This design comes from an exercise in tuning for a short achievable clock period and few clock cycles on the open sky130 flow, not from production work. Function was checked by simulation only, so behaviour that the tests miss may differ from the original. Power and IR drop assume default switching activity.

File: run.sh
#!/bin/bash
# synth_recipe.tcl (not shown) runs the flow's synth.tcl, then flattens the netlist and writes it again
# the make line also repeats each setting of config.mk as NAME=value (left out here)
make -C /OpenROAD-flow-scripts/flow DESIGN_CONFIG=/design/flow/config.mk WORK_HOME=/design/flow/orfs CLKGATE_MAP_FILE= SYNTH_SCRIPT=/design/flow/synth_recipe.tcl finish
File: config.mk
export PLATFORM = sky130hd
export DESIGN_NAME = processor_gen2
export DESIGN_NICKNAME = processor_gen2
export VERILOG_FILES = /design/flow/design.v
export SDC_FILE = /design/flow/constraint.sdc
export NUM_CORES = 4
export LEC_CHECK = 0
export CAP_MARGIN = 20
export CORE_MARGIN = 2
export CORE_UTILIZATION = 35
export PLACE_DENSITY = 0.5
export SETUP_SLACK_MARGIN = 5
export SLEW_MARGIN = 20
export TNS_END_PERCENT = 100
File: constraint.sdc
create_clock -name core_clock -period 10.0 [get_ports {clk}]
set_input_delay 2.0000 -clock core_clock [delete_from_list [all_inputs] [get_ports {clk}]]
set_output_delay 2.0000 -clock core_clock [all_outputs]
set_load 0.01 [all_outputs]
File: design.v
module processor_gen2 #(
  parameter int DATA_W     = 16,
  parameter int NUM_REGS   = 4,
  parameter int MEM_DEPTH  = 256,
  parameter int APB_ADDR_W = 9,
  parameter int PROG_START = 'h020,
  parameter int INT_VEC    = 'h010,
  localparam int ADDR_W    = $clog2(MEM_DEPTH)
) (
  input  logic              clk,
  input  logic              reset,
  input  logic              init_done,
  input  logic              init_we,
  input  logic [ADDR_W-1:0] init_addr,
  input  logic [DATA_W-1:0] init_data,
  input  logic              irq,
  output logic              irq_ack,
  output logic              halted,
  output logic              illegal,
  output logic                  bus_wr_en,
  output logic [APB_ADDR_W-1:0] bus_wr_addr,
  output logic [DATA_W-1:0]     bus_wr_data,
  input  logic                  bus_wr_done,
  output logic                  bus_rd_en,
  output logic [APB_ADDR_W-1:0] bus_rd_addr,
  input  logic [DATA_W-1:0]     bus_rd_data,
  input  logic                  bus_rd_done
);
  function automatic logic [3:0] oh4(input logic [3:0] idx);
    oh4 = (idx[3:2] == 2'b00) ? (4'b0001 << idx[1:0]) : 4'b0000;
  endfunction
  logic [255:0][15:0] mem;
  logic        run;        
  logic        f_act;      
  logic        in_isr;
  logic        z;
  logic [15:0] regs [4];
  logic [7:0]  pcb;        
  logic [7:0]  ohL;        
  logic [31:0] bsel [8];   
  logic [7:0]  saved;      
  logic        x1_add, x1_sub, x1_mov, x1_mvi, x1_ld;
  logic [3:0]  x1_wd;
  logic        x2_add, x2_sub, x2_mov, x2_mvi, x2_ld;
  logic [3:0]  x2_wd;
  logic        x2_bl;           
  logic [15:0] a1_q, b1_q, a2_q, b2_q;
  logic [15:0] x_imm1, x_imm2;
  logic        x_ld, x_st, x_bus1;
  logic [8:0]  x_baddr;
  logic [15:0] wr_data_q;
  logic        x_halt;
  logic [7:0]  x_ret;
  logic        x_jp;
  logic [7:0]  x_t;
  logic        ack_q, ill_q;
  logic [15:0] w [6];
  always_comb begin
    logic [15:0] bo [8];
    for (int b = 0; b < 8; b++) begin
      bo[b] = '0;
      for (int r = 0; r < 32; r++)
        bo[b] = bo[b] | (mem[8*r+b] & {16{bsel[b][r]}});
    end
    for (int j = 0; j < 6; j++) begin
      w[j] = '0;
      for (int b = 0; b < 8; b++)
        w[j] = w[j] | (bo[b] & {16{ohL[(b - j + 8) % 8]}});
    end
  end
  logic [3:0] op [6];
  logic [3:0] rdf [6];
  logic [3:0] rsf [6];
  logic       N [6], L2 [6], BUS [6], J [6], Z [6], H [6], ZW [6];
  logic       WR [6];          
  logic       RDA [6];         
  logic       RSB [6];         
  always_comb
    for (int j = 0; j < 6; j++) begin
      op[j]  = w[j][15:12];
      rdf[j] = w[j][11:8];
      rsf[j] = w[j][7:4];
      N[j]   = (op[j] <= 4'h5);
      L2[j]  = (op[j] == 4'h3) || (op[j] == 4'h4) || (op[j] == 4'h5);
      BUS[j] = (op[j] == 4'h4) || (op[j] == 4'h5);
      J[j]   = (op[j] == 4'h6);
      Z[j]   = (op[j] == 4'h7);
      H[j]   = (op[j] == 4'h8) || (op[j] >= 4'hA) || (op[j] == 4'h9 && !in_isr);
      ZW[j]  = (op[j] == 4'h0) || (op[j] == 4'h1);
      WR[j]  = (op[j] <= 4'h4);
      RDA[j] = (op[j] == 4'h0) || (op[j] == 4'h1);
      RSB[j] = (op[j] == 4'h0) || (op[j] == 4'h1) || (op[j] == 4'h2) || (op[j] == 4'h5);
    end
  logic R0;
  assign R0 = (op[0] == 4'h9) && in_isr;
  logic       d1v;           
  logic       d1hard;        
  assign d1v    = WR[0] && (rdf[0][3:2] == 2'b00);
  assign d1hard = (op[0] == 4'h0) || (op[0] == 4'h1);
  function automatic logic pairable(input int q);
    logic dep_a, dep_b;
    dep_a = RDA[q] && d1v && (rdf[q] == rdf[0]);
    dep_b = RSB[q] && d1v && (rsf[q] == rdf[0]);
    pairable = N[q] && !(BUS[0] && BUS[q]) &&
               !((d1hard || (op[0] == 4'h4 && ZW[q])) && (dep_a || dep_b));
  endfunction
  logic pr1, pr2, hp1, hp2;
  assign pr1 = pairable(1);
  assign pr2 = pairable(2);
  assign hp1 = H[1] && !BUS[0];
  assign hp2 = H[2] && !BUS[0];
  logic pair, hpair;
  assign pair  = N[0] && (L2[0] ? pr2 : pr1);
  assign hpair = N[0] && (L2[0] ? hp2 : hp1);
  logic zn;
  function automatic logic [20:0] tail(input logic [4:0] kk, input logic zw, input logic znv);
    logic [5:0] ut, us;
    logic       pr;
    logic [7:0] pt;
    logic       tz, ft;
    ut = '0;
    us = '0;
    pr = 1'b0;
    pt = '0;
    for (int k = 0; k < 5; k++) begin
      tz = kk[k] && Z[k];
      ft = tz && !(!zw && znv);    
      ut[k]   = ut[k] | (kk[k] && J[k]) | (tz && !zw && znv);
      us[k]   = us[k] | (kk[k] && !J[k] && !Z[k]);
      ut[k+1] = ut[k+1] | (ft && J[k+1]);
      us[k+1] = us[k+1] | (ft && !J[k+1]);
      pr      = pr | (tz && zw);
      pt      = pt | (w[k][7:0] & {8{kk[k]}});
    end
    tail = {pt, pr, us, ut};
  endfunction
  logic [4:0] kk_np, kk_p;
  assign kk_np[0] = !N[0];
  assign kk_np[1] = N[0] && !L2[0];
  assign kk_np[2] = N[0] && L2[0];
  assign kk_np[3] = 1'b0;
  assign kk_np[4] = 1'b0;
  assign kk_p[0]  = 1'b0;
  assign kk_p[1]  = 1'b0;
  assign kk_p[2]  = N[0] && !L2[0] && !L2[1];
  assign kk_p[3]  = N[0] && ((!L2[0] && L2[1]) || (L2[0] && !L2[2]));
  assign kk_p[4]  = N[0] && L2[0] && L2[2];
  logic zw_np, zw_p;
  assign zw_np = N[0] && ZW[0];
  assign zw_p  = N[0] && (ZW[0] || (L2[0] ? ZW[2] : ZW[1]));
  logic [20:0] tl_np0, tl_np1, tl_p0, tl_p1, tl;
  assign tl_np0 = tail(kk_np, zw_np, 1'b0);
  assign tl_np1 = tail(kk_np, zw_np, 1'b1);
  assign tl_p0  = tail(kk_p,  zw_p,  1'b0);
  assign tl_p1  = tail(kk_p,  zw_p,  1'b1);
  assign tl     = pair ? (zn ? tl_p1 : tl_p0) : (zn ? tl_np1 : tl_np0);
  logic [5:0] use_t;
  logic [5:0] use_s;           
  logic       pred;            
  logic [7:0] pred_t;
  assign use_t  = tl[5:0];
  assign use_s  = tl[11:6];
  assign pred   = tl[12];
  assign pred_t = tl[20:13];
  logic [15:0] A1, B1, A2, B2, r1, r2;
  logic        z1, z2;
  assign A1 = a1_q;
  assign B1 = b1_q;
  assign A2 = a2_q;
  assign B2 = x2_bl ? bus_rd_data : b2_q;
  assign r1 = x1_ld  ? bus_rd_data :
              x1_mvi ? x_imm1 :
              x1_mov ? B1 :
              x1_sub ? (A1 - B1) : (A1 + B1);
  assign r2 = x2_ld  ? bus_rd_data :
              x2_mvi ? x_imm2 :
              x2_mov ? B2 :
              x2_sub ? (a2_q - b2_q) : (a2_q + b2_q);
  assign z1 = x1_sub ? (A1 == B1) : ((A1 ^ B1) == {(A1[14:0] | B1[14:0]), 1'b0});
  assign z2 = x2_sub ? (a2_q == b2_q) : ((a2_q ^ b2_q) == {(a2_q[14:0] | b2_q[14:0]), 1'b0});
  assign zn = (x2_add || x2_sub) ? z2 : (x1_add || x1_sub) ? z1 : z;
  logic stall, kill2, take_bus, take_halt, take, abort, mis, adv;
  assign stall     = (x_ld && !bus_rd_done) || (x_st && !bus_wr_done);
  assign take_bus  = irq && !in_isr && ((x_ld && bus_rd_done) || (x_st && bus_wr_done));
  assign take_halt = irq && !in_isr && x_halt;
  assign take      = run && (take_bus || take_halt);
  assign kill2     = x_bus1 && irq && !in_isr;
  assign abort     = run && !init_done;
  assign mis       = x_jp && zn;
  assign adv = f_act && (run ? (!stall && !take && !mis && init_done) : (init_done && !init_we));
  logic [15:0] rnext [4];
  logic        znext;
  always_comb begin
    for (int i = 0; i < 4; i++)
      rnext[i] = (x2_wd[i] && !kill2) ? r2 :
                 x1_wd[i] ? r1 : regs[i];
    znext = ((x2_add || x2_sub) && !kill2) ? z2 :
            (x1_add || x1_sub) ? z1 : z;
  end
  function automatic logic [15:0] rsel(input logic [3:0] idx);
    logic [15:0] v;
    v = '0;
    for (int i = 0; i < 4; i++)
      v = v | (rnext[i] & {16{idx == 4'(i)}});
    rsel = v;
  endfunction
  logic [15:0] wq, wq1;        
  assign wq  = L2[0] ? w[2] : w[1];
  assign wq1 = L2[0] ? w[3] : w[2];
  logic [3:0] opq, rdq, rsq;
  assign opq = wq[15:12];
  assign rdq = wq[11:8];
  assign rsq = wq[7:4];
  logic       fwd_a, fwd_b;
  assign fwd_a = d1v && (rdq == rdf[0]);
  assign fwd_b = d1v && (rsq == rdf[0]);
  logic [15:0] n_a1, n_b1, n_a2, n_b2, st_val;
  logic        n_x2_bl;
  always_comb begin
    n_a1    = rsel(rdf[0]);
    n_b1    = rsel(rsf[0]);
    n_a2    = rsel(rdq);
    if (fwd_a)
      n_a2  = (op[0] == 4'h2) ? n_b1 : (op[0] == 4'h3) ? w[1] : 16'h0;
    n_b2    = rsel(rsq);
    n_x2_bl = 1'b0;
    if (fwd_b) begin
      n_b2    = (op[0] == 4'h2) ? n_b1 : (op[0] == 4'h3) ? w[1] : 16'h0;
      n_x2_bl = (op[0] == 4'h4);
    end
    st_val = (op[0] == 4'h5) ? n_b1 : n_b2;
  end
  localparam logic [7:0] START = 8'(PROG_START);
  localparam logic [7:0] VEC   = 8'(INT_VEC);
  function automatic logic [55:0] pcst(input logic [7:0] v);
    logic [55:0] r;
    r = '0;
    r[7:0]         = v;
    r[8 + v[2:0]]  = 1'b1;
    r[16 + v[7:3]] = 1'b1;
    for (int b = 0; b < 8; b++) r[48 + b] = (3'(b) >= v[2:0]);
    pcst = r;
  endfunction
  localparam logic [55:0] PC_START = pcst(START);
  logic [55:0] pc_cur, pc_nx;
  logic [31:0] ohr;
  logic [55:0] cand_t [6];
  logic [55:0] cand_s [6];
  always_comb
    for (int j = 0; j < 6; j++) begin
      cand_t[j] = pcst(w[j][7:0]);
      cand_s[j] = pcst(pcb + 8'(j));
    end
  function automatic logic [55:0] after(input logic [20:0] t);
    logic [55:0] r;
    r = '0;
    for (int j = 0; j < 6; j++) r = r | (cand_t[j] & {56{t[j]}});
    for (int k = 1; k < 6; k++) r = r | (cand_s[k] & {56{t[6 + k]}});
    after = r;
  endfunction
  logic [55:0] nx_np0, nx_np1, nx_p0, nx_p1, nx_grp;
  assign nx_np0 = after(tl_np0);
  assign nx_np1 = after(tl_np1);
  assign nx_p0  = after(tl_p0);
  assign nx_p1  = after(tl_p1);
  assign nx_grp = pair ? (zn ? nx_p1 : nx_p0) : (zn ? nx_np1 : nx_np0);
  logic        s_start, s_vec, s_mis, s_saved, s_hold, s_grp, adv_nm;
  logic [55:0] nx_oth;
  always_comb begin
    adv_nm  = f_act && (run ? (!stall && !take && init_done) : (init_done && !init_we));
    s_start = abort;
    s_vec   = !abort && take;
    s_mis   = !abort && !(run && stall) && !take && mis;
    s_saved = adv_nm && R0;
    s_grp   = adv_nm && !R0;
    s_hold  = !(s_start || s_vec || adv_nm);
    nx_oth  = (pcst(START) & {56{s_start}}) |
              (pcst(VEC)   & {56{s_vec}})   |
              (pcst(saved) & {56{s_saved}}) |
              (pc_cur      & {56{s_hold}});
    pc_nx   = s_mis ? pcst(x_t) : s_grp ? nx_grp : nx_oth;
    ohr     = pc_nx[47:16];
  end
  always_ff @(posedge clk or posedge reset) begin
    if (reset) pc_cur <= PC_START;
    else       pc_cur <= pc_nx;
  end
  always_ff @(posedge clk or posedge reset) begin
    if (reset) begin
      for (int b = 0; b < 8; b++)
        bsel[b] <= (3'(b) >= START[2:0]) ? (32'b1 << START[7:3]) : (32'b1 << 5'(START[7:3] + 5'd1));
    end else begin
      for (int b = 0; b < 8; b++)
        bsel[b] <= pc_nx[48 + b] ? ohr : {ohr[30:0], ohr[31]};
    end
  end
  assign pcb = pc_cur[7:0];
  assign ohL = pc_cur[15:8];
  logic mem_we;
  assign mem_we = init_we && !run;
  always_ff @(posedge clk)
    for (int i = 0; i < 256; i++)
      if (mem_we && init_addr == 8'(i)) mem[i] <= init_data;
  always_ff @(posedge clk or posedge reset) begin
    if (reset) begin
      run       <= 1'b0;
      f_act     <= 1'b1;
      in_isr    <= 1'b0;
      z         <= 1'b0;
      for (int i = 0; i < 4; i++) regs[i] <= '0;
      saved     <= '0;
      x1_add    <= 1'b0;
      x1_sub    <= 1'b0;
      x1_mov    <= 1'b0;
      x1_mvi    <= 1'b0;
      x1_ld     <= 1'b0;
      x1_wd     <= '0;
      x2_add    <= 1'b0;
      x2_sub    <= 1'b0;
      x2_mov    <= 1'b0;
      x2_mvi    <= 1'b0;
      x2_ld     <= 1'b0;
      x2_wd     <= '0;
      x2_bl     <= 1'b0;
      a1_q      <= '0;
      b1_q      <= '0;
      a2_q      <= '0;
      b2_q      <= '0;
      x_imm1    <= '0;
      x_imm2    <= '0;
      x_ld      <= 1'b0;
      x_st      <= 1'b0;
      x_bus1    <= 1'b0;
      x_baddr   <= '0;
      wr_data_q <= '0;
      x_halt    <= 1'b0;
      x_ret     <= '0;
      x_jp      <= 1'b0;
      x_t       <= '0;
      ack_q     <= 1'b0;
      ill_q     <= 1'b0;
    end else if (abort) begin
      if (!stall) begin
        for (int i = 0; i < 4; i++) regs[i] <= rnext[i];
        z <= znext;
      end
      run    <= 1'b0;
      f_act  <= 1'b1;
      in_isr <= 1'b0;
      x1_wd  <= '0;
      x1_add <= 1'b0;
      x1_sub <= 1'b0;
      x2_wd  <= '0;
      x2_add <= 1'b0;
      x2_sub <= 1'b0;
      x_ld   <= 1'b0;
      x_st   <= 1'b0;
      x_bus1 <= 1'b0;
      x_halt <= 1'b0;
      x_jp   <= 1'b0;
      ack_q  <= 1'b0;
      ill_q  <= 1'b0;
    end else if (!(run && stall)) begin
      if (init_done) run <= 1'b1;
      ack_q <= 1'b0;
      if (run) begin
        for (int i = 0; i < 4; i++) regs[i] <= rnext[i];
        z <= znext;
      end
      if (take || mis || !adv) begin
        x1_wd  <= '0;
        x1_add <= 1'b0;
        x1_sub <= 1'b0;
        x2_wd  <= '0;
        x2_add <= 1'b0;
        x2_sub <= 1'b0;
        x_ld   <= 1'b0;
        x_st   <= 1'b0;
        x_bus1 <= 1'b0;
        x_jp   <= 1'b0;
      end
      if (take) begin
        f_act  <= 1'b1;
        in_isr <= 1'b1;
        ack_q  <= 1'b1;
        ill_q  <= 1'b0;
        x_halt <= 1'b0;
        saved  <= x_ret;
      end else if (mis) begin
      end else if (adv) begin
        if (R0) in_isr <= 1'b0;
        x1_add <= (op[0] == 4'h0);
        x1_sub <= (op[0] == 4'h1);
        x1_mov <= (op[0] == 4'h2);
        x1_mvi <= (op[0] == 4'h3);
        x1_ld  <= (op[0] == 4'h4);
        x1_wd  <= (N[0] && WR[0]) ? oh4(rdf[0]) : 4'b0000;
        a1_q   <= n_a1;
        b1_q   <= n_b1;
        x_imm1 <= w[1];
        x2_add <= pair && (opq == 4'h0);
        x2_sub <= pair && (opq == 4'h1);
        x2_mov <= (opq == 4'h2);
        x2_mvi <= (opq == 4'h3);
        x2_ld  <= (opq == 4'h4);
        x2_wd  <= (pair && opq <= 4'h4) ? oh4(rdq) : 4'b0000;
        a2_q   <= n_a2;
        b2_q   <= n_b2;
        x2_bl  <= n_x2_bl;
        x_imm2 <= wq1;
        x_ld      <= (op[0] == 4'h4) || (pair && opq == 4'h4);
        x_st      <= (op[0] == 4'h5) || (pair && opq == 4'h5);
        x_bus1    <= BUS[0];
        x_baddr   <= BUS[0] ? w[1][8:0] : wq1[8:0];
        wr_data_q <= st_val;
        if (H[0]) begin
          x_halt <= 1'b1;
          f_act  <= 1'b0;
          ill_q  <= (op[0] != 4'h8);
          x_ret  <= pcb;
        end else if (hpair) begin
          x_halt <= 1'b1;
          f_act  <= 1'b0;
          ill_q  <= (opq != 4'h8);
          x_ret  <= L2[0] ? cand_s[2][7:0] : cand_s[1][7:0];
        end else
          x_ret  <= BUS[0] ? cand_s[2][7:0] : (L2[0] ? cand_s[4][7:0] : cand_s[3][7:0]);
        x_jp <= pred;
        x_t  <= pred_t;
      end
    end
  end
  assign bus_rd_en   = x_ld;
  assign bus_rd_addr = x_baddr;
  assign bus_wr_en   = x_st;
  assign bus_wr_addr = x_baddr;
  assign bus_wr_data = wr_data_q;
  assign halted      = x_halt;
  assign irq_ack     = ack_q;
  assign illegal     = ill_q;
endmodule
==> flow_metrics.env, run 1 <==
export IMPL_clkSinkCount=4647
export IMPL_place_hpwl_mm=690
export IMPL_finalCritPeriodShare_pct=63.3
export IMPL_synth_cells=14300
export IMPL_met2_length_mm=457
export IMPL_synth_edff_count=4096
export IMPL_critPathKind="flip-flop to flip-flop"
export IMPL_cts_root_buf="clkbuf_16"
export IMPL_grt_use_total_pct=36.0
export IMPL_synth_seq_cells=4647
export IMPL_finalPower_uw=68500
export IMPL_ys_flop_type="edfxtp_1"
export IMPL_grt_overflow=0
export IMPL_rsz0062_at_grt="true"
export IMPL_antenna_found_initial=71
export IMPL_layout_common_cells="edfxtp_1 (4096), a22oi_1 (2044), buf_4 (1195)"
export IMPL_finalNetCount=15800
export IMPL_final_hold_viol_count=0
export IMPL_maxSlewViolCount=0
export IMPL_viasPerCell=6.56
export IMPL_placed_cells=21700
export IMPL_r2r_start="bsel[4][11]"
export IMPL_areaGrowthSynthToFinish_pct=25.1
export IMPL_drive_gt1_share_pct=25.7
export IMPL_wl_met3_mm=123
export IMPL_synth_seq_area_share_pct=69.2
export IMPL_cap_viol_max_count=0
export IMPL_yosysUniqueCellTypes=135
export IMPL_numCtsBuffers=482
export IMPL_drc=0
export IMPL_chipWidth_um=755
export IMPL_routabilityCongestion=1.04
export IMPL_port_buffers=85
export IMPL_antenna_left=0
export IMPL_clk_path_buf_depth=4
export IMPL_start_util_pct=35.2
export IMPL_wl_mm=1070
export IMPL_stdcell_count=23500
export IMPL_end_kind="flip-flop"
export IMPL_synth_area_um2=198000
export IMPL_finalCriticalPeriod_ns=6.33
export IMPL_fp_row_count=275
export IMPL_top_layer_used="met5"
export IMPL_tightest_slew_ns=1.38
export IMPL_die_area_um2=571000
export IMPL_synth_warnings=21
export IMPL_grt_pass1_vias=143000
export IMPL_fin_setup_tns_ns=0
export IMPL_synth_avg_cell_area_um2=13.8
export IMPL_nFillCells=51000
export IMPL_setup_viol=0
export IMPL_cp_start_kind="flip-flop"
export IMPL_drtIter0Drc=24700
export IMPL_ir_worst_vdd_v=0.000196
export IMPL_critPathArrivalTime_ns=7.26
export IMPL_slew_headroom_pct=7.41
export IMPL_htree_levels=5
export IMPL_pwr_density_cell_nw_per_um2=277
export IMPL_fmax_mhz=158
export IMPL_clk_pin_slew_ns=0.06
export IMPL_synth_nets=14500
export IMPL_hold_path_class="flip-flop to flip-flop"
export IMPL_cts_tree="built"
export IMPL_grt_pass1_wl_mm=1390
export IMPL_coreArea_um2=562000
export IMPL_worstSetupStartpoint="bsel[4][11]"
export IMPL_hold_start="x_imm1[6]"
export IMPL_ys_async_sr_fraction_pct=11.9
export IMPL_clk_latency_ns=1.14
export IMPL_wl_per_cell_um=45.5
export IMPL_design_portCount=86
export IMPL_status="complete, no violations"
export IMPL_wl_met1_mm=414
export IMPL_cp_max_fo=9
export IMPL_dr_total_vias=154000
export IMPL_mostFrequentLayoutCell="edfxtp_1"
export IMPL_cts_hold_buf=0
export IMPL_grt_max_degree=163
export IMPL_fin_worst_skew_ns=0.137
export IMPL_die_h_um=755
export IMPL_first_pass_iters=9
export IMPL_p_leak_uw=0.0817
export IMPL_cp_required_ns=10.93
## sequential cells by signal, summed over array words and instances (netlist names), 4 cells and up
register / flops
a1_q: 16
a2_q: 16
b1_q: 16
b2_q: 16
bsel: 256
mem: 4096
pc_cur: 56
regs: 64
saved: 8
wr_data_q: 16
x1_wd: 4
x2_wd: 4
x_baddr: 9
x_imm1: 16
x_imm2: 16
x_ret: 8
x_t: 8
## power breakdown
part / switching (uW) / leakage [uW] / internal [uW] / total, uW
sequential: 1040 / 0.0440 / 21800 / 22800
clock: 7970 / 0.00752 / 9930 / 17900
combinational: 19400 / 0.0302 / 8440 / 27800
## cell usage after synthesis (29+ instances only)
cell type,n,area (um2)
o31ai_1,41,308
o21ai_1,29,145
buf_2,80,400
nand3_1,305,1530
o221ai_1,83,727
a21o_1,33,248
mux2i_1,327,3270
and2_1,40,250
a22oi_1,2106,15800
nor4_1,45,282
clkbuf_1,973,3650
a21oi_1,446,2230
edfxtp_1,4096,123000
a211oi_1,110,826
buf_4,29,218
a221o_1,44,440
nand4_1,477,2980
a31oi_1,94,588
or3_1,46,288
or2_2,31,194
o22ai_1,75,469
inv_1,212,796
xnor2_1,72,631
nor3_1,167,836
a22o_1,186,1630
nand2_1,817,3070
o21ai_0,458,2290
dfrtp_1,531,13300
mux2_2,86,968
xor2_1,48,420
ha_1,143,1790
buf_1,68,255
nor2b_1,79,494
nand2b_1,60,375
and3_1,33,206
o211ai_1,91,683
nor2_1,848,3180
a221oi_1,268,2350
or4_1,116,871
## per-layer routing
layer | global-route usage, % | vias to the layer above
li1 | - | 60100
met1 | 48.1 | 80900
met2 | 53.3 | 10800
met3 | 9.53 | 2470
met4 | 19.9 | 36
met5 | 0 | -
## path summary, 6_finish.rpt
path,depth (start not counted),slack (ns),endpoint
max,26,3.67,bsel[6][11]
max in group asynchronous,4,6.83,bsel[4][6]
min in group asynchronous,3,1.38,x_imm1[1]
min reg2reg,2,0.47,x_imm1[6]
min,2,0.47,x_imm1[6]
max reg2reg,26,3.67,bsel[6][11]
## stage by stage
stage | worst slack [ns] | hold WS [ns] | util, % | instance area [um2]
2_1_floorplan | 0.518 | 0.438 | - | 198000
3_3_place_gp | 1.71 | 0.452 | 37.9 | 213000
3_5_place_dp | 1.80 | 0.454 | 37.9 | 213000
4_1_cts | 3.85 | 0.469 | 43.2 | 242000
5_1_grt | 3.73 | 0.487 | 44.0 | 247000
6_report | 3.67 | 0.469 | 44.0 | 247000
## layout make-up
type	instances	area (um2)	share of cell area (%)
flip-flops and latches	4647	137000	55.4
clock inverters	243	2270	0.920
multi-input cells	8294	63500	25.7
well taps	7479	9360	3.79
diodes	41	103	0.0415
repair buffers	1939	20900	8.47
inverters	224	941	0.381
clock buffers	654	13200	5.33
## cell families after synthesis
kind of cell,synth area share (%)
DFF,69.2
AOI/OAI and AO/OA,16.4
and+or+nand+nor,7.91
buffers and inverters,2.85
muxes,2.18
adders and majority gates,0.946
xor gates and xnor gates,0.532
## critical path, cell delays in order, from the launching register on
cell and delay [ns]:
dfrtp_2 0.46, buf_6 0.19, a22oi_2 0.28, nand4_1 0.25
nor4_2 0.35, buf_6 0.26, and2b_1 0.21, a2111o_1 0.34
or2_4 0.33, buf_12 0.15, buf_4 0.13, nor2_4 0.20
and4_1 0.36, nor2_4 0.06, buf_12 0.16, buf_16 0.17
buf_4 0.18, a21oi_1 0.28, o31ai_2 0.15, nand2_1 0.23
a31oi_4 0.10, buf_6 0.18, o2bb2ai_4 0.14, a41oi_4 0.35
clkinv_4 0.14, buf_4 0.15, mux2_4 0.25
## timing repair
action / CTS / global route
gates cloned: 52 / 16
resized for setup: 1610 / 578
buffers inserted: 619 / 204
endpoints found under the setup margin: 1120 / 449
pin swaps: 356 / 293
Testbench counts, summed over its fixed seeds: cycles 6,958.
==> inputs of run 2 (changes only) <==
--- a/design.v
+++ b/design.v
@@ -38,4 +38,4 @@
   logic [7:0]  pcb;        
-  logic [7:0]  ohL;        
-  logic [31:0] bsel [8];   
+  logic [15:0] ohL;        
+  logic [15:0] bsel [16];  
   logic [7:0]  saved;      
@@ -58,7 +58,7 @@
   always_comb begin
-    logic [15:0] bo [8];
-    for (int b = 0; b < 8; b++) begin
+    logic [15:0] bo [16];
+    for (int b = 0; b < 16; b++) begin
       bo[b] = '0;
-      for (int r = 0; r < 32; r++)
-        bo[b] = bo[b] | (mem[8*r+b] & {16{bsel[b][r]}});
+      for (int r = 0; r < 16; r++)
+        bo[b] = bo[b] | (mem[16*r+b] & {16{bsel[b][r]}});
     end
@@ -66,4 +66,4 @@
       w[j] = '0;
-      for (int b = 0; b < 8; b++)
-        w[j] = w[j] | (bo[b] & {16{ohL[(b - j + 8) % 8]}});
+      for (int b = 0; b < 16; b++)
+        w[j] = w[j] | (bo[b] & {16{ohL[(b - j + 16) % 16]}});
     end
@@ -213,19 +213,27 @@
   assign rsq = wq[7:4];
-  logic       fwd_a, fwd_b;
-  assign fwd_a = d1v && (rdq == rdf[0]);
-  assign fwd_b = d1v && (rsq == rdf[0]);
   logic [15:0] n_a1, n_b1, n_a2, n_b2, st_val;
   logic        n_x2_bl;
+  logic [15:0] a2_w [3];
+  logic [15:0] b2_w [3];
+  logic        bl_w [3];
   always_comb begin
-    n_a1    = rsel(rdf[0]);
-    n_b1    = rsel(rsf[0]);
-    n_a2    = rsel(rdq);
-    if (fwd_a)
-      n_a2  = (op[0] == 4'h2) ? n_b1 : (op[0] == 4'h3) ? w[1] : 16'h0;
-    n_b2    = rsel(rsq);
-    n_x2_bl = 1'b0;
-    if (fwd_b) begin
-      n_b2    = (op[0] == 4'h2) ? n_b1 : (op[0] == 4'h3) ? w[1] : 16'h0;
-      n_x2_bl = (op[0] == 4'h4);
+    n_a1 = rsel(rdf[0]);
+    n_b1 = rsel(rsf[0]);
+    for (int q = 1; q < 3; q++) begin
+      a2_w[q] = rsel(rdf[q]);
+      if (d1v && (rdf[q] == rdf[0]))
+        a2_w[q] = (op[0] == 4'h2) ? n_b1 : (op[0] == 4'h3) ? w[1] : 16'h0;
+      b2_w[q] = rsel(rsf[q]);
+      bl_w[q] = 1'b0;
+      if (d1v && (rsf[q] == rdf[0])) begin
+        b2_w[q] = (op[0] == 4'h2) ? n_b1 : (op[0] == 4'h3) ? w[1] : 16'h0;
+        bl_w[q] = (op[0] == 4'h4);
+      end
     end
+    a2_w[0] = '0;
+    b2_w[0] = '0;
+    bl_w[0] = 1'b0;
+    n_a2    = L2[0] ? a2_w[2] : a2_w[1];
+    n_b2    = L2[0] ? b2_w[2] : b2_w[1];
+    n_x2_bl = L2[0] ? bl_w[2] : bl_w[1];
     st_val = (op[0] == 4'h5) ? n_b1 : n_b2;
@@ -238,5 +246,5 @@
     r[7:0]         = v;
-    r[8 + v[2:0]]  = 1'b1;
-    r[16 + v[7:3]] = 1'b1;
-    for (int b = 0; b < 8; b++) r[48 + b] = (3'(b) >= v[2:0]);
+    r[8 + v[3:0]]  = 1'b1;
+    r[24 + v[7:4]] = 1'b1;
+    for (int b = 0; b < 16; b++) r[40 + b] = (4'(b) >= v[3:0]);
     pcst = r;
@@ -244,4 +252,23 @@
   localparam logic [55:0] PC_START = pcst(START);
+  function automatic logic [55:0] pcadd(input logic [55:0] p, input int k);
+    logic [55:0] r;
+    logic [15:0] ohl, ohrw, th, thr;
+    logic        wrap;
+    ohl  = p[23:8];
+    ohrw = p[39:24];
+    th   = p[55:40];
+    wrap = 1'b0;
+    for (int i = 0; i < 16; i++)
+      if (i >= 16 - k) wrap = wrap | ohl[i];
+    for (int i = 0; i < 16; i++) begin
+      r[8 + i]  = ohl[(i - k + 16) % 16];
+      thr[i]    = th[(i - k + 16) % 16];
+      r[40 + i] = (i >= k) ? (wrap | thr[i]) : (wrap & thr[i]);
+    end
+    r[39:24] = wrap ? {ohrw[14:0], ohrw[15]} : ohrw;
+    r[7:0]   = p[7:0] + 8'(k);
+    pcadd = r;
+  endfunction
   logic [55:0] pc_cur, pc_nx;
-  logic [31:0] ohr;
+  logic [15:0] ohr;
   logic [55:0] cand_t [6];
@@ -251,3 +278,3 @@
       cand_t[j] = pcst(w[j][7:0]);
-      cand_s[j] = pcst(pcb + 8'(j));
+      cand_s[j] = pcadd(pc_cur, j);
     end
@@ -281,3 +308,3 @@
     pc_nx   = s_mis ? pcst(x_t) : s_grp ? nx_grp : nx_oth;
-    ohr     = pc_nx[47:16];
+    ohr     = pc_nx[39:24];
   end
@@ -289,7 +316,7 @@
     if (reset) begin
-      for (int b = 0; b < 8; b++)
-        bsel[b] <= (3'(b) >= START[2:0]) ? (32'b1 << START[7:3]) : (32'b1 << 5'(START[7:3] + 5'd1));
+      for (int b = 0; b < 16; b++)
+        bsel[b] <= (4'(b) >= START[3:0]) ? (16'b1 << START[7:4]) : (16'b1 << 4'(START[7:4] + 4'd1));
     end else begin
-      for (int b = 0; b < 8; b++)
-        bsel[b] <= pc_nx[48 + b] ? ohr : {ohr[30:0], ohr[31]};
+      for (int b = 0; b < 16; b++)
+        bsel[b] <= pc_nx[40 + b] ? ohr : {ohr[14:0], ohr[15]};
     end
@@ -297,3 +324,3 @@
   assign pcb = pc_cur[7:0];
-  assign ohL = pc_cur[15:8];
+  assign ohL = pc_cur[23:8];
   logic mem_we;
==> flow_metrics.env, run 2 <==
export IMPL_fp_row_count=279
export IMPL_finalCritPeriodShare_pct=58.1
export IMPL_first_pass_iters=29
export IMPL_synth_seq_area_share_pct=67.6
export IMPL_fin_area_um2=258000
export IMPL_fin_worst_skew_ns=0.124
export IMPL_layout_common_cells="edfxtp_1 (4096), buf_4 (1737), a22o_1 (1053)"
export IMPL_die_h_um=764
export IMPL_cts_tree="built"
export IMPL_synth_edff_count=4096
export IMPL_mostFrequentLayoutCell="edfxtp_1"
export IMPL_place_area_um2=216000
export IMPL_regMostFlops="mem"
export IMPL_port_buffers=85
export IMPL_cp_max_fo=13
export IMPL_synth_avg_cell_area_um2=13.8
export IMPL_synth_nets=14800
export IMPL_use_met1_pct=42.7
export IMPL_antenna_left=0
export IMPL_synth_most_common_cell="edfxtp_1"
export IMPL_drtIter0Drc=27100
export IMPL_htree_levels=5
export IMPL_yosysTopAreaCell="edfxtp_1"
export IMPL_clk_pin_slew_ns=0.06
export IMPL_fin_setup_tns_ns=0
export IMPL_stdcell_count=24600
export IMPL_clkSinkCount=4647
export IMPL_chipWidth_um=764
export IMPL_routabilityCongestion=1.09
export IMPL_final_hold_viol_count=0
export IMPL_wl_per_cell_um=42.0
export IMPL_critPathKind="flip-flop to flip-flop"
export IMPL_numCtsBuffers=477
export IMPL_drive_gt1_share_pct=28.6
export IMPL_end_kind="flip-flop"
export IMPL_wl_mm=1030
export IMPL_areaGrowthSynthToFinish_pct=27.7
export IMPL_cts_root_buf="clkbuf_16"
export IMPL_top_regs="mem x4096, bsel x256, regs x64"
export IMPL_ys_async_sr_fraction_pct=11.9
export IMPL_cp_start_kind="flip-flop"
export IMPL_cts_hold_buf=0
export IMPL_grt_busiest_layer="met2"
export IMPL_synth_seq_cells=4647
export IMPL_critPathArrivalTime_ns=6.79
export IMPL_design_portCount=86
export IMPL_rsz0062_at_grt="true"
export IMPL_hold_path_class="flip-flop to flip-flop"
export IMPL_finalPower_uw=91800
export IMPL_yosys_top_cells_count="edfxtp_1 (4096), a221oi_1 (1091), a22o_1 (1057)"
export IMPL_ys_flop_type="edfxtp_1"
export IMPL_reg2reg_slack_ns=4.19
export IMPL_start_util_pct=35.1
export IMPL_grt_pass1_wl_mm=1360
export IMPL_clk_path_buf_depth=4
export IMPL_cap_viol_max_count=0
export IMPL_clk_latency_ns=1.12
export IMPL_antenna_found_initial=90
export IMPL_finalNetCount=16500
export IMPL_dr_total_vias=164000
export IMPL_synth_cells=14600
export IMPL_grt_max_degree=166
export IMPL_place_hpwl_mm=636
export IMPL_status="complete, no violations"
export IMPL_grt_use_met2_pct=47.6
export IMPL_placed_cells=22100
export IMPL_use_met3_pct=13.9
export IMPL_synth_warnings=24
export IMPL_synth_top_area_share_pct=60.8
export IMPL_setup_viol=0
export IMPL_grt_use_total_pct=33.7
export IMPL_hold_slack_ns=0.471
export IMPL_pwr_density_cell_nw_per_um2=356
export IMPL_tightest_slew_ns=1.37
export IMPL_p_leak_uw=0.0871
export IMPL_synth_area_um2=202000
export IMPL_maxSlewViolCount=0
export IMPL_die_area_um2=584000
export IMPL_grt_overflow=0
export IMPL_viasPerCell=6.67
export IMPL_ir_worst_vdd_v=0.000364
export IMPL_yosysUniqueCellTypes=128
export IMPL_grt_pass1_vias=152000
export IMPL_drc=0
export IMPL_coreArea_um2=577000
export IMPL_yosys_top_cells_area="edfxtp_1 (61%), dfrtp_1 (6.4%), a221oi_1 (4.7%), a22o_1 (4.6%), a22oi_1 (2.8%)"
export IMPL_fmax_mhz=172
export IMPL_finalCriticalPeriod_ns=5.81
export IMPL_largest_reg_flops=4096
export IMPL_slew_headroom_pct=8.19
export IMPL_cp_required_ns=10.98
==> run 2: layout make-up <==
type / count / area [um2]
clock buffers: 631 / 13000
clock inverters: 260 / 2670
multi-input cells: 8486 / 67700
flip-flops and latches: 4647 / 137000
well taps: 7727 / 9670
inverters: 210 / 842
diodes: 57 / 143
fillers: 51800 / 318000
repair buffers: 2543 / 26900
==> run 2: timing repair <==
action	CTS	global route
cloned	79	17
setup endpoints to repair	1266	698
pin swaps	471	265
buffers inserted	1219	245
gates resized for setup	1797	598
==> run 2: final timing paths <==
kind,from,cells after the start,endpoint
setup / recovery,bsel[7][0],24,bsel[14][3]
hold / removal,regs[2][13],2,regs[2][13]
setup reg to reg,bsel[7][0],24,bsel[14][3]
hold reg to reg,regs[2][13],2,regs[2][13]
max in group asynchronous,reset,4,bsel[5][5]
min in group asynchronous,reset,3,saved[3]
==> run 2: logic make-up (layout without fill, tap and decap cells) <==
| group | count (synthesis) | in the layout | share of synthesized area, % |
|---|---|---|---|
| simple gates | 2853 | 2856 | 6.78 |
| compound gates | 4981 | 4986 | 19.1 |
| buf+inv | 1501 | 3644 | 3.14 |
| fa+ha+maj | 105 | 105 | 0.664 |
| other cells | 0 | 57 | 0 |
| flops | 4647 | 4647 | 67.6 |
| mux | 456 | 456 | 2.31 |
| xor+xnor | 83 | 83 | 0.359 |
==> run 2: routing by layer <==
layer / part of all wire [%] / vias up
met2: 41 / 12600
met1: 38 / 84000
met5: 0.21 / -
met4: 8.1 / 64
met3: 13 / 3595
li1: - / 63600
==> run 2: per-stage QoR <==
stage | worst slack, ns | utilization (%)
2_1_floorplan | 0.532 | -
3_3_place_gp | 1.49 | 37.4
3_5_place_dp | 1.56 | 37.4
4_1_cts | 4.56 | 43.8
5_1_grt | 4.13 | 44.8
6_report | 4.19 | 44.8
==> run 2: power breakdown <==
group	switching, uW	total (uW)	leakage (uW)	internal, uW
clock	7930	18000	0.00761	10100
combinational	33600	50200	0.0356	16500
sequential	1810	23700	0.0438	21800
==> run 2: critical path, cell delays in order (launching register included) <==
cell and delay, ns:
dfrtp_4 0.51, buf_12 0.15, a22o_4 0.24, a221oi_4 0.20, nand4_1 0.26, buf_6 0.24
buf_4 0.15, buf_4 0.13, a22oi_2 0.16, nand4_1 0.14, nand2b_4 0.18, buf_6 0.18
and4_1 0.23, o31a_1 0.37, a211oi_4 0.47, o21ai_4 0.10, buf_4 0.16, buf_6 0.16
o211ai_1 0.23, o22ai_1 0.12, a221oi_2 0.54, o21ai_4 0.19, buf_12 0.20, clkbuf_16 0.22
mux2i_1 0.15
Testbench counts of run 2, summed over its fixed seeds: cycles 6,958.
==> inputs of run 3 (changes only) <==
--- a/design.v
+++ b/design.v
@@ -293,6 +293,5 @@
   assign nx_grp = pair ? (zn ? nx_p1 : nx_p0) : (zn ? nx_np1 : nx_np0);
-  logic        s_start, s_vec, s_mis, s_saved, s_hold, s_grp, adv_nm;
+  logic        s_start, s_vec, s_mis, s_saved, s_hold, s_grp;
   logic [55:0] nx_oth;
   always_comb begin
-    adv_nm  = f_act && (run ? (!stall && !take && init_done) : (init_done && !init_we));
     s_start = abort;
@@ -300,10 +299,11 @@
     s_mis   = !abort && !(run && stall) && !take && mis;
-    s_saved = adv_nm && R0;
-    s_grp   = adv_nm && !R0;
-    s_hold  = !(s_start || s_vec || adv_nm);
+    s_saved = adv && R0;
+    s_grp   = adv && !R0;
+    s_hold  = !(s_start || s_vec || s_mis || adv);
     nx_oth  = (pcst(START) & {56{s_start}}) |
               (pcst(VEC)   & {56{s_vec}})   |
+              (pcst(x_t)   & {56{s_mis}})   |
               (pcst(saved) & {56{s_saved}}) |
               (pc_cur      & {56{s_hold}});
-    pc_nx   = s_mis ? pcst(x_t) : s_grp ? nx_grp : nx_oth;
+    pc_nx   = s_grp ? nx_grp : nx_oth;
     ohr     = pc_nx[39:24];
==> flow_metrics.env, run 3 <==
export IMPL_status="complete, no violations"
export IMPL_fmax_mhz=174
export IMPL_cp_common_cell="buf_4"
export IMPL_crit_family="compound AO/OA/AOI/OAI gates"
export IMPL_synth_cells=14500
export IMPL_fp_row_count=278
export IMPL_min_path_cells=2
export IMPL_yosys_top_cells_count="edfxtp_1 (4096), a221oi_1 (1141), a22o_1 (1072)"
export IMPL_cp_start_kind="flip-flop"
export IMPL_finalCriticalPeriod_ns=5.74
export IMPL_critPathKind="flip-flop to flip-flop"
export IMPL_yosys_area_share_adder_pct=0.668
export IMPL_critPathArrivalTime_ns=6.72
export IMPL_synth_mux_area_share_pct=2.27
export IMPL_largest_reg_flops=4096
export IMPL_clk_latency_ns=1.18
export IMPL_cap_viol_max_count=0
export IMPL_crit_path_end="bsel[15][2]"
export IMPL_wl_mm=1030
export IMPL_end_kind="flip-flop"
export IMPL_numCtsBuffers=476
export IMPL_drive_gt1_share_pct=29.2
export IMPL_synth_nets=14600
export IMPL_use_met3_pct=11.2
export IMPL_cts_root_buf="clkbuf_16"
export IMPL_synth_edff_count=4096
export IMPL_finalCritPeriodShare_pct=57.4
export IMPL_grt_pass1_vias=150000
export IMPL_yosys_top_cells_area="edfxtp_1 (61%), dfrtp_1 (6.4%), a221oi_1 (5.0%), a22o_1 (4.7%), a22oi_1 (2.7%)"
export IMPL_antenna_found_initial=83
export IMPL_drc=0
export IMPL_cp_num_buf_inv=7
export IMPL_yosys_area_share_simple_pct=6.68
export IMPL_place_area_um2=215000
export IMPL_wl_per_cell_um=42.5
export IMPL_synth_seq_area_share_pct=68.0
export IMPL_clkSinkCount=4647
export IMPL_viasPerCell=6.61
export IMPL_port_buffers=85
export IMPL_antenna_left=0
export IMPL_htree_levels=5
export IMPL_coreArea_um2=573000
export IMPL_cp_max_fo=16
export IMPL_slew_headroom_pct=9.00
export IMPL_top_regs="mem x4096, bsel x256, regs x64"
export IMPL_design_portCount=86
export IMPL_slowest_stage="dfstp_2"
export IMPL_routabilityCongestion=1.06
export IMPL_chipWidth_um=762
export IMPL_regMostFlops="mem"
export IMPL_use_met1_pct=43.7
export IMPL_grt_overflow=0
export IMPL_ys_async_sr_fraction_pct=11.9
export IMPL_fin_setup_tns_ns=0
export IMPL_finalNetCount=16400
export IMPL_die_h_um=762
export IMPL_synth_xor_area_share_pct=0.413
export IMPL_grt_busiest_layer="met2"
export IMPL_fin_worst_skew_ns=0.176
export IMPL_final_hold_viol_count=0
export IMPL_rsz0062_at_grt="true"
export IMPL_reg2reg_slack_ns=4.26
export IMPL_cp_required_ns=10.99
export IMPL_cts_tree="built"
export IMPL_synth_top_area_share_pct=61.1
export IMPL_grt_use_total_pct=34.2
export IMPL_ys_flop_type="edfxtp_1"
export IMPL_start_util_pct=35.1
export IMPL_grt_pass1_wl_mm=1370
export IMPL_drtIter0Drc=24500
export IMPL_dr_total_vias=161000
export IMPL_tightest_slew_ns=1.36
export IMPL_worstSetupStartpoint="bsel[7][2]"
export IMPL_maxSlewViolCount=0
export IMPL_crit_cells=20
export IMPL_fin_area_um2=258000
export IMPL_hold_path_class="flip-flop to flip-flop"
export IMPL_clk_path_buf_depth=4
export IMPL_grt_max_degree=156
export IMPL_synth_warnings=24
export IMPL_crit_path_max_incr_delay_ns=0.89
export IMPL_synth_avg_cell_area_um2=13.9
export IMPL_areaGrowthSynthToFinish_pct=28.1
export IMPL_rr_worst_depth=20
export IMPL_setup_viol=0
export IMPL_synth_top_family_by_area="compound AO/OA/AOI/OAI gates"
export IMPL_crit_chain="a221oi_1, nand4_1, buf_4, buf_4, a22oi_1, nand4_1, buf_4, nor2_2, buf_4, nor3_1, nand3_2, o21ai_0, o22ai_1, a211oi_1, o31a_1, o211ai_1, buf_6, buf_12, buf_16, mux2i_2"
export IMPL_die_area_um2=581000
export IMPL_yosysTopAreaCell="edfxtp_1"
export IMPL_pwr_density_cell_nw_per_um2=270
export IMPL_yosysUniqueCellTypes=123
export IMPL_grt_use_met2_pct=49.2
export IMPL_r2r_end="bsel[15][2]"
export IMPL_synth_area_um2=201000
export IMPL_place_hpwl_mm=652
export IMPL_ir_worst_vdd_v=0.000190
export IMPL_clk_pin_slew_ns=0.07
export IMPL_layout_common_cells="edfxtp_1 (4096), buf_4 (1763), a22o_1 (1061)"
export IMPL_r2r_start="bsel[7][2]"
export IMPL_first_pass_iters=10
export IMPL_synth_compound_area_share_pct=19.0
export IMPL_p_leak_uw=0.0875
export IMPL_synth_most_common_cell="edfxtp_1"
export IMPL_mostFrequentLayoutCell="edfxtp_1"
export IMPL_synth_seq_cells=4647
-- run 3: changes by cell type in the layout (fill, tap and decap cells not counted), sizes merged, moves of 22 or more --
cell / delta
o31ai: -22
mux2i: -102
nand4: -30
a211oi: +22
or2: -23
mux2: +78
a21oi: -41
nor2: -46
a22oi: -38
nand2: +39
buf: +39
-- run 3: cell families after synthesis --
family,after synthesis
AO/OA/AOI/OAI,4917
AND/OR/NAND/NOR,2799
multiplexers,434
adder cells (fa/ha/maj),105
buffers and inverters,1484
flip-flops,4647
XOR/XNOR,95
-- run 3: how the worst min path moves through the flow --
stage,from,end,slack (ns)
global route,wr_data_q[13],wr_data_q[13],0.49
finish,wr_data_q[13],wr_data_q[13],0.47
floorplan,x_imm1[15],x_imm1[15],0.44
global placement,wr_data_q[13],wr_data_q[13],0.46
CTS,wr_data_q[13],wr_data_q[13],0.47
detailed placement,wr_data_q[13],wr_data_q[13],0.46
-- run 3: per-stage QoR --
step | instances | setup slack (ns) | utilization, % | hold slack (ns) | power [uW]
3_5_place_dp | 21800 | 1.62 | 37.5 | 0.460 | 43900
6_report | 24300 | 4.26 | 45.0 | 0.472 | 69600
3_3_place_gp | 21800 | 1.48 | 37.5 | 0.455 | 43900
4_1_cts | 24000 | 4.45 | 44.1 | 0.475 | 67300
2_1_floorplan | 14500 | 0.532 | - | 0.441 | 33200
5_1_grt | 24300 | 4.33 | 45.0 | 0.494 | 70500
-- run 3: worst reg2reg max path, delay by kind of cell, from the launching register on --
kind / cells / cell delay [ns]
buf+inv: 7 / 1.54
simple gates: 5 / 1.34
mux: 1 / 0.25
flops: 1 / 0.89
compound gates: 7 / 1.65
-- run 3: metal layers --
| metal | share of wire (%) | routed length, um |
|---|---|---|
| met1 | 38 | 391000 |
| met2 | 42 | 430000 |
| met3 | 12 | 124000 |
| met4 | 8.6 | 88400 |
| met5 | 0.032 | 327 |
-- run 3: report_power, final --
| part | internal [uW] | total, uW | switching [uW] |
|---|---|---|---|
| sequential | 22000 | 24000 | 1960 |
| combinational | 9930 | 27700 | 17800 |
| clock | 10100 | 17900 | 7840 |
-- run 3: repair_timing --
action	CTS	global route
hold buffers	0	0
resized for setup	2011	596
pin swaps	491	236
cloned	64	7
setup buffers	1235	240
setup endpoints to repair	714	614
-- run 3: final cells by class --
type / count / area [um2]
Clock buffer: 633 / 13000
Antenna cell: 39 / 97.6
Multi-Input combinational cell: 8354 / 67900
Fill cell: 51300 / 315000
Inverter: 226 / 956
Timing Repair Buffer: 2572 / 26600
Clock inverter: 263 / 2530
Tap cell: 7560 / 9460
Sequential cell: 4647 / 137000
Testbench counts of run 3, summed over its fixed seeds: cycles 6,958.
==> inputs of run 4 (changes only) <==
--- a/config.mk
+++ b/config.mk
@@ -9,4 +9,4 @@
 export CORE_MARGIN = 2
-export CORE_UTILIZATION = 35
-export PLACE_DENSITY = 0.5
+export CORE_UTILIZATION = 40
+export PLACE_DENSITY = 0.6
 export SETUP_SLACK_MARGIN = 5
==> flow_metrics.env, run 4 <==
export IMPL_fin_setup_tns_ns=0
export IMPL_netSwitchingFraction_pct=39.5
export IMPL_clk_path_buf_depth=4
export IMPL_ff_latch_area_um2=137000
export IMPL_crit_chain="clkdlybuf4s50_1, nand2b_1, nand4_1, a21oi_1, buf_4, nor2b_4, nand3_1, o21ai_1, o31ai_4, a31oi_4, buf_12, buf_12, buf_16, mux2_4"
export IMPL_end_kind="flip-flop"
export IMPL_dr_total_vias=161000
export IMPL_finalNetCount=16000
export IMPL_min_path_cells=2
export IMPL_p_leak_uw=0.0839
export IMPL_slowest_stage="nand2b_1"
export IMPL_fin_worst_skew_ns=0.150
export IMPL_yosysUniqueCellTypes=123
export IMPL_grt_pass1_wl_mm=1300
export IMPL_grt_pass1_vias=148000
export IMPL_clk_pin_slew_ns=0.06
export IMPL_start_util_pct=40.1
export IMPL_antenna_left=0
export IMPL_fp_row_count=260
export IMPL_clockPowerShare_pct=26.0
export IMPL_stdcell_count=23000
export IMPL_mostFrequentLayoutCell="edfxtp_1"
export IMPL_place_hpwl_mm=608
export IMPL_critPathKind="input pin to flip-flop"
export IMPL_r2r_start="pc_cur[8]"
export IMPL_cp_max_fo=10
export IMPL_grt_use_total_pct=36.8
export IMPL_r2r_end="bsel[12][1]"
export IMPL_worstSetupStartpoint="init_we"
export IMPL_rr_worst_depth=17
export IMPL_ys_async_sr_fraction_pct=11.9
export IMPL_drtIter0Drc=28300
export IMPL_synth_warnings=24
export IMPL_ys_flop_type="edfxtp_1"
export IMPL_synth_seq_cells=4647
export IMPL_grt_overflow=0
export IMPL_coreArea_um2=501000
export IMPL_setup_viol=0
export IMPL_cp_start_kind="input pin"
export IMPL_cp_required_ns=10.99
export IMPL_numCtsBuffers=464
export IMPL_yosys_top_cells_count="edfxtp_1 (4096), a221oi_1 (1141), a22o_1 (1072)"
export IMPL_cap_viol_max_count=0
export IMPL_regMostFlops="mem"
export IMPL_reg2reg_slack_ns=3.97
export IMPL_synth_edff_count=4096
export IMPL_p_comb_share_pct=37.0
export IMPL_tightest_slew_ns=1.35
export IMPL_clkSinkCount=4647
export IMPL_first_pass_iters=11
export IMPL_cts_tree="built"
export IMPL_viasPerCell=6.98
export IMPL_grt_max_degree=145
export IMPL_areaGrowthSynthToFinish_pct=23.9
export IMPL_intPower_uw=40200
export IMPL_maxSlewViolCount=0
export IMPL_fmax_mhz=163
export IMPL_synth_avg_cell_area_um2=13.9
export IMPL_critPathArrivalTime_ns=7.14
export IMPL_finalCritPeriodShare_pct=61.5
export IMPL_design_portCount=86
export IMPL_hold_start="wr_data_q[13]"
export IMPL_synth_most_common_cell="edfxtp_1"
export IMPL_finalCriticalPeriod_ns=6.15
export IMPL_yosysTopAreaCell="edfxtp_1"
export IMPL_largest_reg_flops=4096
export IMPL_placed_cells=20800
export IMPL_layout_common_cells="edfxtp_1 (4096), buf_4 (1521), a22o_1 (1067)"
export IMPL_slew_headroom_pct=10.3
export IMPL_synth_seq_area_share_pct=68.0
export IMPL_synth_area_um2=201000
export IMPL_final_hold_viol_count=0
export IMPL_rsz0062_at_grt="true"
export IMPL_cts_root_buf="clkbuf_16"
export IMPL_die_h_um=713
export IMPL_htree_levels=5
export IMPL_die_area_um2=509000
export IMPL_p_sw_uw=26200
export IMPL_chipWidth_um=713
export IMPL_routabilityCongestion=1.07
export IMPL_crit_family="simple AND/OR/NAND/NOR gates"
export IMPL_nFillCells=42600
export IMPL_pwr_density_cell_nw_per_um2=266
export IMPL_whs_endpoint="wr_data_q[13]"
export IMPL_crit_path_max_incr_delay_ns=0.93
export IMPL_synth_nets=14600
export IMPL_yosys_top_cells_area="edfxtp_1 (61%), dfrtp_1 (6.4%), a221oi_1 (5.0%), a22o_1 (4.7%), a22oi_1 (2.7%)"
export IMPL_hold_path_class="flip-flop to flip-flop"
export IMPL_top_regs="mem x4096, bsel x256, regs x64"
export IMPL_drive_gt1_share_pct=25.7
export IMPL_cp_common_cell="buf_12"
export IMPL_cp_num_buf_inv=5
export IMPL_antenna_found_initial=89
export IMPL_finalPower_uw=66400
export IMPL_status="complete, no violations"
export IMPL_synth_cells=14500
export IMPL_seqPwrFrac_pct=37.0
export IMPL_synth_top_area_share_pct=61.1
export IMPL_multi_input_area_um2=65700
export IMPL_ir_worst_vdd_v=0.000202
export IMPL_clk_latency_ns=1.16
export IMPL_wl_per_cell_um=42.2
export IMPL_port_buffers=85
export IMPL_drc=0
export IMPL_wl_mm=973
==> run 4: cell counts after synthesis <==
No cell type changed its count.
==> run 4: what timing repair did <==
action / CTS / global route
gates cloned: 59 / 11
setup endpoints to repair: 1366 / 587
gates resized for setup: 1613 / 544
hold buffers: 0 / 0
buffers inserted: 1000 / 191
pin swaps: 444 / 207
==> run 4: worst max-delay path by stage <==
stage,to,depth (start not counted)
4_1_cts,bsel[12][1],22
6_report,bsel[8][15],14
3_3_place_gp,bsel[0][6],16
2_1_floorplan,a1_q[0],1
5_1_grt,bsel[14][5],25
3_5_place_dp,bsel[9][10],17
==> run 4: final cells by class <==
| class | count | area share [%] |
|---|---|---|
| Tap cell | 6681 | 3.35 |
| Clock inverter | 255 | 0.945 |
| Clock buffer | 617 | 5.00 |
| Multi-Input combinational cell | 8357 | 26.4 |
| Antenna cell | 77 | 0.0773 |
| Timing Repair Buffer | 2178 | 8.88 |
| Inverter | 226 | 0.383 |
| Sequential cell | 4647 | 55.0 |
==> run 4: per-stage QoR <==
stage | instance area [um2] | hold WS, ns | utilization (%) | setup slack [ns]
after global routing | 249000 | 0.496 | 49.7 | 4.07
after global placement | 213000 | 0.456 | 42.4 | 1.65
after CTS | 245000 | 0.480 | 48.8 | 4.28
after detailed placement | 213000 | 0.465 | 42.5 | 1.81
final | 249000 | 0.478 | 49.8 | 3.85
after floorplan | 201000 | 0.441 | - | 0.532
==> run 4: worst min-delay path, stage by stage (launching register included) <==
cell and delay (ns):
dfrtp_1 0.34, nand2_1 0.06, nand2_1 0.05
==> run 4: metal layers <==
layer / GRT usage (%) / wire length, um
met4: 28.3 / 95200
met5: 0.311 / 585
met3: 13.7 / 134000
met1: 46.0 / 345000
met2: 51.7 / 398000
==> run 4: cell families (layout without fill, tap and decap cells) <==
family                   Yosys count  after routing  synth area share, %
AND/OR/NAND/NOR                 2799           2801                 6.68
multiplexers                     434            434                 2.27
AO/OA/AOI/OAI                   4917           4922                 19.0
XOR/XNOR                          95             95                0.413
buffers and inverters           1484           3276                 2.95
adder cells (fa/ha/maj)          105            105                0.668
flip-flops                      4647           4647                 68.0
other                              0             77                    0
==> run 4: power by group through the flow <==
stage	combinational [uW]	clock, uW	sequential [uW]
6_report	24500	17300	24600
5_1_grt	24500	18100	24600
4_1_cts	22300	17300	24500
3_5_place_dp	18000	0	24900
3_3_place_gp	18000	0	24900
2_1_floorplan	10700	0	22500
==> inputs of run 5 (changes only) <==
--- a/design.v
+++ b/design.v
@@ -310,13 +310,20 @@
   end
+  logic [55:0] pc_q;
+  assign pc_cur = pc_q ^ PC_START;
   always_ff @(posedge clk or posedge reset) begin
-    if (reset) pc_cur <= PC_START;
-    else       pc_cur <= pc_nx;
+    if (reset) pc_q <= '0;
+    else       pc_q <= pc_nx ^ PC_START;
   end
+  function automatic logic [15:0] bsel_rst(input int b);
+    bsel_rst = (4'(b) >= START[3:0]) ? (16'b1 << START[7:4]) : (16'b1 << 4'(START[7:4] + 4'd1));
+  endfunction
+  logic [15:0] bsel_q [16];
+  always_comb
+    for (int b = 0; b < 16; b++) bsel[b] = bsel_q[b] ^ bsel_rst(b);
   always_ff @(posedge clk or posedge reset) begin
     if (reset) begin
-      for (int b = 0; b < 16; b++)
-        bsel[b] <= (4'(b) >= START[3:0]) ? (16'b1 << START[7:4]) : (16'b1 << 4'(START[7:4] + 4'd1));
+      for (int b = 0; b < 16; b++) bsel_q[b] <= '0;
     end else begin
       for (int b = 0; b < 16; b++)
-        bsel[b] <= pc_nx[40 + b] ? ohr : {ohr[14:0], ohr[15]};
+        bsel_q[b] <= (pc_nx[40 + b] ? ohr : {ohr[14:0], ohr[15]}) ^ bsel_rst(b);
     end
--- a/config.mk
+++ b/config.mk
@@ -9,4 +9,4 @@
 export CORE_MARGIN = 2
-export CORE_UTILIZATION = 40
-export PLACE_DENSITY = 0.6
+export CORE_UTILIZATION = 35
+export PLACE_DENSITY = 0.5
 export SETUP_SLACK_MARGIN = 5
==> flow_metrics.env, run 5 <==
export IMPL_place_hpwl_mm=645
export IMPL_mostFrequentLayoutCell="edfxtp_1"
export IMPL_synth_top_area_share_pct=61.2
export IMPL_synth_most_common_cell="edfxtp_1"
export IMPL_grt_use_total_pct=33.8
export IMPL_fp_row_count=278
export IMPL_p_sw_uw=25900
export IMPL_final_hold_viol_count=0
export IMPL_ir_worst_vdd_v=0.000185
export IMPL_drtIter0Drc=25500
export IMPL_critPathArrivalTime_ns=6.83
export IMPL_finalNetCount=16300
export IMPL_regMostFlops="mem"
export IMPL_start_util_pct=35.1
export IMPL_yosysTopAreaCell="edfxtp_1"
export IMPL_yosysUniqueCellTypes=114
export IMPL_wl_per_cell_um=42.3
export IMPL_cp_start_kind="flip-flop"
export IMPL_largest_reg_flops=4096
export IMPL_cp_common_cell="buf_6"
export IMPL_design_portCount=86
export IMPL_clockPowerShare_pct=27.4
export IMPL_slew_headroom_pct=8.59
export IMPL_clkSinkCount=4647
export IMPL_p_leak_uw=0.0860
export IMPL_synth_nets=14700
export IMPL_yosys_top_cells_area="edfxtp_1 (61%), dfrtp_1 (6.8%), a221oi_1 (5.0%), a22o_1 (4.6%), a22oi_1 (2.5%)"
export IMPL_cts_hold_buf=0
export IMPL_antenna_left=0
export IMPL_status="complete, no violations"
export IMPL_maxSlewViolCount=0
export IMPL_die_area_um2=580000
export IMPL_grt_pass1_wl_mm=1360
export IMPL_crit_path_max_incr_delay_ns=0.53
export IMPL_routabilityCongestion=1.03
export IMPL_numCtsBuffers=480
export IMPL_coreArea_um2=573000
export IMPL_die_h_um=762
export IMPL_fin_setup_tns_ns=0
export IMPL_seqPwrFrac_pct=35.7
export IMPL_ys_async_sr_fraction_pct=11.9
export IMPL_rsz0062_at_grt="true"
export IMPL_cp_num_buf_inv=11
export IMPL_cap_viol_max_count=0
export IMPL_r2r_end="bsel_q[12][4]"
export IMPL_htree_levels=5
export IMPL_cts_root_buf="clkbuf_16"
export IMPL_slowest_stage="dfrtp_4"
export IMPL_setup_viol=0
export IMPL_placed_cells=21800
export IMPL_cp_max_fo=11
export IMPL_viasPerCell=6.63
export IMPL_clk_pin_slew_ns=0.06
export IMPL_hold_path_class="flip-flop to flip-flop"
export IMPL_stdcell_count=24200
export IMPL_crit_path_end="bsel_q[12][4]"
export IMPL_top_regs="mem x4096, bsel_q x256, regs x64"
export IMPL_finalCriticalPeriod_ns=5.90
export IMPL_synth_warnings=25
export IMPL_fmax_mhz=169
export IMPL_cts_tree="built"
export IMPL_p_comb_share_pct=36.9
export IMPL_cp_required_ns=10.92
export IMPL_pwr_density_cell_nw_per_um2=262
export IMPL_synth_avg_cell_area_um2=13.9
export IMPL_ys_flop_type="edfxtp_1"
export IMPL_drc=0
export IMPL_finalCritPeriodShare_pct=59.0
export IMPL_grt_pass1_vias=149000
export IMPL_yosys_top_cells_count="edfxtp_1 (4096), a221oi_1 (1153), a22o_1 (1067)"
export IMPL_reg2reg_slack_ns=4.10
export IMPL_chipWidth_um=762
export IMPL_synth_area_um2=201000
export IMPL_crit_family="compound AO/OA/AOI/OAI gates"
export IMPL_worstSetupStartpoint="bsel_q[1][10]"
export IMPL_grt_max_degree=149
export IMPL_synth_seq_area_share_pct=68.0
export IMPL_synth_cells=14500
export IMPL_areaGrowthSynthToFinish_pct=27.0
export IMPL_layout_common_cells="edfxtp_1 (4096), buf_4 (1714), a22o_1 (1061)"
export IMPL_fin_worst_skew_ns=0.142
export IMPL_end_kind="flip-flop"
export IMPL_tightest_slew_ns=1.36
export IMPL_dr_total_vias=160000
export IMPL_antenna_found_initial=77
export IMPL_intPower_uw=41100
export IMPL_synth_edff_count=4096
export IMPL_critPathKind="flip-flop to flip-flop"
export IMPL_port_buffers=85
export IMPL_synth_seq_cells=4647
export IMPL_rr_worst_depth=25
export IMPL_wl_mm=1020
export IMPL_drive_gt1_share_pct=28.2
export IMPL_clk_path_buf_depth=4
export IMPL_crit_cells=25
export IMPL_grt_overflow=0
export IMPL_first_pass_iters=11
export IMPL_netSwitchingFraction_pct=38.7
export IMPL_r2r_start="bsel_q[1][10]"
export IMPL_clk_latency_ns=1.11
run 5: layout make-up:
type                    count  area (um2)
well taps                7560        9460
repair buffers           2425       24600
multi-input cells        8358       67100
clock inverters           257        2860
inverters                 240        1020
fillers                 51700      317000
diodes                     43         108
flip-flops and latches   4647      137000
repair inverters            2        20.0
clock buffers             644       13100
run 5: worst register-to-register path, cell delays in order, from the launching register on:
cell and delay, ns:
dfrtp_4 0.53, buf_12 0.15, a22o_1 0.20, a221oi_1 0.31, nand4_1 0.16, buf_6 0.19, buf_4 0.17, a22oi_1 0.21
nand4_1 0.17, nor4_2 0.32, clkbuf_8 0.28, nand3_2 0.28, o32a_1 0.35, o21ba_4 0.28, buf_6 0.12, buf_6 0.11
or3_4 0.41, buf_4 0.16, buf_8 0.13, buf_6 0.12, o41ai_4 0.41, a41oi_4 0.11, buf_6 0.20, nand2_8 0.10
buf_12 0.17, mux2i_1 0.12
run 5: cell families (layout without fill, tap and decap cells):
logic type,Yosys count,in the layout,share of synthesized area (%)
fa+ha+maj,105,105,0.668
simple gates,2748,2752,6.51
mux,433,433,2.20
xor+xnor,87,87,0.379
buf+inv,1515,3568,3.04
other cells,0,43,0
flops,4647,4647,68.0
compound gates,4976,4981,19.2
run 5: worst min-delay path by stage:
stage | cells after the start | from | endpoint | slack (ns)
floorplan | 2 | x_imm2[10] | x_imm2[10] | 0.44
global placement | 2 | x_imm2[6] | x_imm2[6] | 0.46
detailed placement | 2 | x_imm2[6] | x_imm2[6] | 0.46
CTS | 2 | x_imm2[6] | x_imm2[6] | 0.48
global route | 2 | regs[0][14] | regs[0][14] | 0.50
finish | 2 | wr_data_q[5] | wr_data_q[5] | 0.48
run 5: through the flow:
stage	setup WS, ns	hold WS (ns)	util, %	power, uW	cell area [um2]
floorplan	0.503	0.440	-	32600	201000
CTS	4.19	0.477	43.5	64700	249000
finish	4.10	0.476	44.6	67000	255000
detailed placement	1.49	0.463	37.5	42300	215000
global route	4.09	0.500	44.6	68000	255000
global placement	1.65	0.455	37.5	42300	215000
run 5: per-layer routing:
| metal | global-route usage, % | vias up | wire (um) |
|---|---|---|---|
| li1 | - | 63000 | - |
| met1 | 44.0 | 82700 | 388000 |
| met2 | 48.6 | 11500 | 425000 |
| met3 | 10.7 | 3117 | 125000 |
| met4 | 21.4 | 40 | 84100 |
| met5 | 0.197 | - | 423 |
run 5: repair_timing:
action,4_1_cts,5_1_grt
gates cloned,66,9
endpoints found under the hold margin,0,0
endpoints found under the setup margin,1329,413
pin swaps,461,257
buffers inserted,1015,316
resized for setup,1831,657
run 5: power by group through the flow:
stage / Clock (uW) / Combinational [uW] / Sequential [uW]
2_1_floorplan: 0 / 10100 / 22400
3_3_place_gp: 0 / 17800 / 24500
3_5_place_dp: 0 / 17800 / 24500
4_1_cts: 18500 / 22300 / 23900
5_1_grt: 19200 / 24900 / 23900
6_report: 18300 / 24700 / 23900
Testbench counts of run 5, summed over its fixed seeds: cycles 6,958.

-- re-timing with driven ports --
No port has a modelled driver above. Below, the same layouts with a new extraction and two added sets of constraints. Step 1 (the two cells are an assumption about what drives the block):
set clk [get_ports {clk}]
set_driving_cell -lib_cell sky130_fd_sc_hd__clkbuf_16 $clk
set_driving_cell -lib_cell sky130_fd_sc_hd__buf_2 [delete_from_list [all_inputs] $clk]
Step 2 moves the port delays by t, midway between the first and last clock arrival at a register: inputs arrive t later, outputs are due t later. That takes back most of the time a late clock gives input paths. Three values: ideal ports, drivers, drivers and shift; two values: the first two.
run	shift t [ns]	setup WS [ns]	worst data-port slew with drivers (ns)
run 1	1.206	3.674 / 3.674 / 2.892	0.21
run 2	1.194	4.185 / 4.185 / 3.519	0.22
run 3	1.225	4.263 / 4.263 / 3.509	0.23
run 4	1.216	3.849 / 3.959 / 2.742	0.19
run 5	1.178	4.096 / 4.096 / 3.272	0.24
After both steps every run listed still meets setup and hold. The setup slack of run 4, which loses most, moves by +0.110 ns with the drivers and by -1.107 ns with both steps.
